Source: an optimization exercise on an open RTL-to-GDS flow (aim: small area, a short achievable clock period and few clock cycles per item). Production flows keep margins and buffers that such runs may drop.
At most, simulation tests tie the RTL to the original design; equivalence was not proved.

Design math_expression_tokenizer, start of the top module:
module math_expression_tokenizer #(
	parameter int MANTISSA_BITS = 48,
	parameter int DEPTH_BITS = 8
) (
	input  logic clk,
	input  logic arst_n,
	input  logic chars_valid,
	output logic chars_ready,
	input  logic [7:0] chars_character,
	output logic tokens_valid,
	input  logic tokens_ready,
	output logic [4:0] tokens_token_kind,
	output logic [47:0] tokens_number_mantissa,
	output logic [3:0] tokens_fraction_digits,
	output logic [1:0] tokens_status,
	output logic tokens_last,
	input  logic cfg_valid,
	output logic cfg_ready,
	input  logic cfg_comma_decimal_mark
);
make LEC_CHECK=0 CAP_MARGIN=20 CORE_MARGIN=2 CORE_UTILIZATION=40 SLEW_MARGIN=20 finish   # period 5.3 ns
run.sh (not shown) runs the stock make flow with config.mk's settings and CLKGATE_MAP_FILE= SYNTH_SCRIPT=/design/flow/synth_recipe.tcl, a recipe that flattens the netlist after the stock synthesis.
The baseline completed without violations.
Testbench counts at the start, summed over its fixed seeds: cycles 45,710, chars 45,683.
==> next run, changes <==
CTS_BUF_LIST = sky130_fd_sc_hd__clkbuf_4 sky130_fd_sc_hd__clkbuf_8   (was not set)
CTS_CLUSTER_SIZE = 30   (was not set)
SETUP_SLACK_MARGIN = 1.5   (was not set)
The changed run finished clean.
Core utilization rose by 0.56 points.
Wire length rises by 5.9%.
Final area rises by 1.2%.
Synthesized cell count stays the same.

========
math_expression_tokenizer, a different RTL version from the one above (not shown whole).
For scale: about 110 flip-flops, about 77 I/O pins, ~0.0088 mm2 of cells after synthesis.
Design math_expression_tokenizer, start of the top module:
module math_expression_tokenizer #(
	parameter int MANTISSA_BITS = 48,
	parameter int DEPTH_BITS = 8
) (
	input  logic clk,
	input  logic arst_n,
	input  logic chars_valid,
	output logic chars_ready,
	input  logic [7:0] chars_character,
	output logic tokens_valid,
	input  logic tokens_ready,
	output logic [4:0] tokens_token_kind,
	output logic [47:0] tokens_number_mantissa,
	output logic [3:0] tokens_fraction_digits,
	output logic [1:0] tokens_status,
	output logic tokens_last,
	input  logic cfg_valid,
	output logic cfg_ready,
	input  logic cfg_comma_decimal_mark
);
Settings: LEC_CHECK=0, CAP_MARGIN=20, CORE_MARGIN=2, CORE_UTILIZATION=40, CTS_BUF_LIST=sky130_fd_sc_hd__clkbuf_4 sky130_fd_sc_hd__clkbuf_8, CTS_CLUSTER_SIZE=30, SETUP_SLACK_MARGIN=2.3, SLEW_MARGIN=20; clock period 5.3 ns.
standard.sh (not shown) runs the stock make flow with config.mk's settings and CLKGATE_MAP_FILE= SYNTH_SCRIPT=/design/flow/synth_recipe.tcl, a recipe that flattens the netlist after the stock synthesis.
==> flow/flow/run.sh <==
#!/bin/bash
# the standard layout, with the port buffers made from buf_2 cells instead
# of the delay buffers buffer_ports picks by default; every port still gets
# its own buffer. make's output goes to standard.log, each ORFS step's to
# its own log under orfs/logs.
set -euo pipefail
export BUFFER_PORTS_ARGS="-buffer_cell sky130_fd_sc_hd__buf_2"
bash standard.sh > standard.log 2>&1
The first run completed with no timing, DRC or antenna violations.
Then changed:
SETUP_SLACK_MARGIN = 2.0   (was 2.3)
The new run produced a clean layout.
Worst setup slack loses 170 ps.
Via count shrinks by a few percent.
Hold slack improves by 3.2 ps.
No functional check of the RTL was part of any run of this note.

========
math_expression_tokenizer, a different RTL version from the one above (not shown whole).
Size: roughly 2100 cells after synthesis, roughly 110 flip-flops.
clock: 5.3 ns
lec_check: 0
abc_area: 1
cap_margin: 20
core_margin: 2
core_utilization: 40
slew_margin: 20
run.sh (not shown) runs the stock make flow with config.mk's settings and CLKGATE_MAP_FILE= SYNTH_SCRIPT=/design/flow/synth_recipe.tcl, a recipe that flattens the netlist after the stock synthesis.
Stock flow here: none of the scripts above is used.
Testbench counts at the start, summed over its fixed seeds: cycles 45,710, chars 45,683.
==> next run, changes <==
- SETUP_SLACK_MARGIN: not set -> 1.5
=> Global-route usage is unchanged. Critical path depth drops by 4. Wire length came out higher by about 0.5%. Non-clock buffer count grows by 1. Worst setup slack gets better by 510 ps. Cell count is about the same. Cell area grows by about 0.4%. Utilization climbs by 0.19 points. Clock-buffer cell count does not change. Via count is about the same.

========
== exp/nickel ==
math_expression_tokenizer, a different RTL version from the one above (not shown whole).
For scale: roughly 77 I/O pins, roughly 9000 sq um of cells after synthesis.
==> flow/design.v (excerpt) <==
module math_expression_tokenizer #(
	parameter int MANTISSA_BITS = 48,
	parameter int DEPTH_BITS = 8
) (
	input  logic clk,
	input  logic arst_n,
	input  logic chars_valid,
	output logic chars_ready,
	input  logic [7:0] chars_character,
	output logic tokens_valid,
	input  logic tokens_ready,
	output logic [4:0] tokens_token_kind,
	output logic [47:0] tokens_number_mantissa,
	output logic [3:0] tokens_fraction_digits,
	output logic [1:0] tokens_status,
	output logic tokens_last,
	input  logic cfg_valid,
	output logic cfg_ready,
	input  logic cfg_comma_decimal_mark
);
export LEC_CHECK = 0
export CAP_MARGIN = 20
export CORE_MARGIN = 2
export CORE_UTILIZATION = 60
export CTS_BUF_LIST = sky130_fd_sc_hd__clkbuf_4 sky130_fd_sc_hd__clkbuf_8
export CTS_CLUSTER_SIZE = 30
export PLACE_DENSITY = 0.75
export SETUP_SLACK_MARGIN = 2.0
export SLEW_MARGIN = 20
create_clock -name core_clock -period 5.3 [get_ports {clk}]
standard.sh (not shown) runs the stock make flow with config.mk's settings and CLKGATE_MAP_FILE= SYNTH_SCRIPT=/design/flow/synth_recipe.tcl, a recipe that flattens the netlist after the stock synthesis.
Scripts as last shown in full above: flow/flow/run.sh
The final layout from exp/nickel, which completed every stage, passed the timing, design-rule and antenna checks at the end of the flow.
Testbench counts of exp/nickel, summed over its fixed seeds: cycles 45,710, chars 45,683.
The inputs of exp/pepper differ from those of exp/nickel as listed below.
Settings: CORE_UTILIZATION changed from 60 to 40; SETUP_SLACK_MARGIN changed from 2.0 to 2.5; PLACE_DENSITY removed (was 0.75).
--- outcome ---
Delta (exp/pepper minus exp/nickel): global-route met1 utilization has decreased, multi-input logic area has increased.
## Diff of input files: exp/cedar against exp/pepper
Settings: SETUP_SLACK_MARGIN changed from 2.5 to 2.0.
Results
No stage failed in exp/cedar, and the final checks on the layout all came back clean. There was hardly any difference in met3 usage in global routing between exp/cedar and exp/pepper. Of the two candidates, exp/pepper has the better hold slack and exp/cedar the worse one. On clock-pin slew of the registers on the worst-case setup and hold paths, exp/pepper and exp/cedar are basically level.
## Diff of input files: exp/onyx against exp/cedar
==> flow/run.sh (new file) <==
#!/bin/bash
# synth_recipe.tcl (not shown) runs the flow's synth.tcl, then flattens the netlist and writes it again
# the make line also repeats each setting of config.mk as NAME=value (left out here)
make -C /OpenROAD-flow-scripts/flow DESIGN_CONFIG=/design/flow/config.mk WORK_HOME=/design/flow/orfs CLKGATE_MAP_FILE= SYNTH_SCRIPT=/design/flow/synth_recipe.tcl finish
removed: flow/flow/run.sh
removed: flow/standard.sh
## What came out
From exp/cedar to exp/onyx the numbers moved as follows: worst-case setup margin in the final layout saw a decrease; area share of buffers outside the clock network increased by 3.3 points relative to the old numbers.
Re delay of the slowest critical-path stage: exp/onyx is 100 ps down on exp/cedar.

port drivers added, routing unchanged:
Ports are ideal in the flow. The routed layouts listed here were re-timed in OpenROAD. Step 1 assumes that a clkbuf_16 drives the clock port and a buf_2 every other input. Step 2 moves the port delays by t, midway between the first and last clock arrival at a register: inputs arrive t later, outputs are due t later. That takes back most of the time a late clock gives input paths. Three values: ideal, step 1, step 2; two values: the first two.
| run | t, ns | setup slack, ns | worst hold slack (ns) |
|---|---|---|---|
| the first run of note 1 | 0.463 | 1.204 / 1.204 / 1.193 | 0.447 / 0.447 / 0.447 |
| the second run of note 1 | 0.482 | 1.571 / 1.571 / 1.311 | 0.444 / 0.444 / 0.444 |
| the first run of note 2 | 0.482 | 2.242 / 2.197 / 1.971 | 0.497 / 0.497 / 0.497 |
| the second run of note 2 | 0.478 | 2.075 / 2.053 / 1.819 | 0.500 / 0.500 / 0.500 |
| the first run of note 3 | 0.407 | 1.267 / 1.267 / 1.200 | 0.456 / 0.456 / 0.456 |
| the second run of note 3 | 0.409 | 1.775 / 1.775 / 1.403 | 0.453 / 0.453 / 0.453 |
| exp/nickel | 0.506 | 2.066 / 2.066 / 1.809 | 0.467 / 0.467 / 0.467 |
| exp/pepper | 0.501 | 2.204 / 2.204 / 2.111 | 0.475 / 0.475 / 0.475 |
| exp/cedar | 0.488 | 2.055 / 2.055 / 1.760 | 0.462 / 0.462 / 0.462 |
| exp/onyx | 0.496 | 2.033 / 2.033 / 1.670 | 0.470 / 0.470 / 0.470 |
After both steps every run listed still meets setup and hold. For the second run of note 3, which loses most, drivers alone change the setup slack by 0.000 ns; drivers and shift together by -0.372 ns.
